What follows belongs to an exercise in optimizing a design on an open flow for small area, a short achievable clock period and few clock cycles per item; a production flow would make more cautious choices.
In this exercise RTL edits were held to simulation tests only and were not proved equivalent to the original.

Setup of run 1:
## pi_heading_aligner_top
module pi_heading_aligner_top (
  input  logic                                clk_i,
  input  logic                                rst_ni,
  input  logic                                cfg_we_i,
  input  logic [pha_pkg::AddrW-1:0]           cfg_addr_i,
  input  logic [pha_pkg::CfgDataW-1:0]        cfg_wdata_i,
  input  logic                                in_valid_i,
  output logic                                in_ready_o,
  input  logic signed [pha_pkg::ErrW-1:0]     heading_error_i,
  input  logic                                target_valid_i,
  output logic                                out_valid_o,
  input  logic                                out_ready_i,
  output logic signed [pha_pkg::DriveW-1:0]   left_drive_o,
  output logic signed [pha_pkg::DriveW-1:0]   right_drive_o,
  output logic signed [pha_pkg::DriveW-1:0]   steer_value_o,
  output logic                                aligned_o
);
Size in the first run: about 3500 cells after synthesis, roughly 94 I/O pins, about 28000 sq um of cells after synthesis.
Settings: LEC_CHECK=0, ABC_AREA=1, CAP_MARGIN=20, CORE_MARGIN=2, CORE_UTILIZATION=40, SLEW_MARGIN=20; clock period 15.0 ns.
standard.sh (not shown) runs the stock make flow with config.mk's settings and CLKGATE_MAP_FILE= SYNTH_SCRIPT=/design/flow/synth_recipe.tcl, a recipe that flattens the netlist after the stock synthesis.
==> flow/flow/run.sh <==
#!/bin/bash
set -euo pipefail
HERE="$(cd "$(dirname "$0")" && pwd)"
mapfile -t ARGS < "$HERE/make_args.txt"
bash standard.sh finish "${ARGS[@]}" > flow_make.log 2>&1
==> flow/flow/make_args.txt <==
SETUP_SLACK_MARGIN=10
BUFFER_PORTS_ARGS=-buffer_cell sky130_fd_sc_hd__buf_1
Testbench counts of run 1, summed over its fixed seeds: cycles 5,952, items 5,760.
Relative to run 1, the following input files were edited for run 2:
==> flow/flow/make_args.txt <==
SETUP_SLACK_MARGIN=9.6
BUFFER_PORTS_ARGS=-buffer_cell sky130_fd_sc_hd__buf_1
Notes after the runs:
Run 2 finished end to end and its layout was clean on timing, DRC and antenna.
Summary of run 2 over run 1: number of antenna diodes rose by 1, flip-flop and latch share of the layout cell area moved up.
Compared to run 1, run 2 shows a narrower setup margin.
Delta (run 2 minus run 1): tightest hold margin stayed essentially flat; detailed route wirelength on metal3 fell by 850 um.
Changes in run 3 relative to run 2:
==> flow/flow/make_args.txt <==
SETUP_SLACK_MARGIN=9.8
BUFFER_PORTS_ARGS=-buffer_cell sky130_fd_sc_hd__buf_1
--- a/flow/config.mk
+++ b/flow/config.mk
@@ -10,3 +10,4 @@
 export CORE_MARGIN = 2
-export CORE_UTILIZATION = 40
+export CORE_UTILIZATION = 50
 export SLEW_MARGIN = 20
+export TNS_END_PERCENT = 5
Results
For area after synthesis, run 3 and run 2 come out practically identical.
Utilization run 2 -> run 3: up
NOTE: detailed-route wire length on metal 1 in run 3 exceeds that of run 2
Design area (run 3 vs. run 2) increases slightly
[compare] base=run 2 new=run 3: post-detailed-routing wire length increased by 7.9% relative to the old numbers, global routing usage summed across all routing layers increased by 8.9 points relative to the old numbers, clock-buffer cell count increased by about 8% relative to the old numbers.
[inputs] run 4 vs run 3
==> flow/flow/make_args.txt <==
SETUP_SLACK_MARGIN=10
BUFFER_PORTS_ARGS=-buffer_cell sky130_fd_sc_hd__buf_1
--- a/flow/config.mk
+++ b/flow/config.mk
@@ -10,4 +10,4 @@
 export CORE_MARGIN = 2
-export CORE_UTILIZATION = 50
+export CORE_UTILIZATION = 40
+export CTS_BUF_LIST = sky130_fd_sc_hd__clkbuf_4 sky130_fd_sc_hd__clkbuf_8
 export SLEW_MARGIN = 20
-export TNS_END_PERCENT = 5
[summary]
Run 4: flow completed, timing, DRC and antenna clean
Between run 4 and run 3, it is run 4 whose clock period minus worst slack is higher, by 0.21 ns.
Delta (run 4 minus run 3): detailed router's first-iteration violation count higher; met3 usage lower.
Changes observed in run 4 relative to run 3: x dimension of the die increased by 28 um relative to the old numbers; multi-input combinational cell area went up by 6.4%.
Of run 4 and run 3, the higher detailed-route wire length belongs to run 4.
The slew at the pin closest to its max-slew limit of run 4 exceeds that of run 3 by 0.0066 ns.

-- separate check: timing with driven ports --
Ports are ideal in the flow. The routed layouts listed here were re-timed in OpenROAD.
Step 1, drivers: a clkbuf_16 drives clk_i and a buf_2 each remaining input, both assumed.
Step 2 times the ports against the registers' clock, not the clock port: input delays grow and output delays shrink by t, the midpoint of the rising clock arrivals with the driver on.
Slacks: no drivers / after step 1 / after step 2; pairs: no drivers / after step 1.
| run | shift t [ns] | setup slack, ns | clock arrival spread, ns |
|---|---|---|---|
| run 1 | 0.631 | 9.956 / 9.956 / 9.748 | 0.033 / 0.033 |
| run 2 | 0.629 | 9.720 / 9.720 / 9.375 | 0.040 / 0.040 |
| run 3 | 0.633 | 9.869 / 9.869 / 9.572 | 0.011 / 0.011 |
| run 4 | 0.690 | 9.660 / 9.660 / 9.605 | 0.076 / 0.075 |
After both steps every run listed still meets setup and hold. For run 2, which loses most, drivers alone change the setup slack by 0.000 ns; drivers and shift together by -0.345 ns.
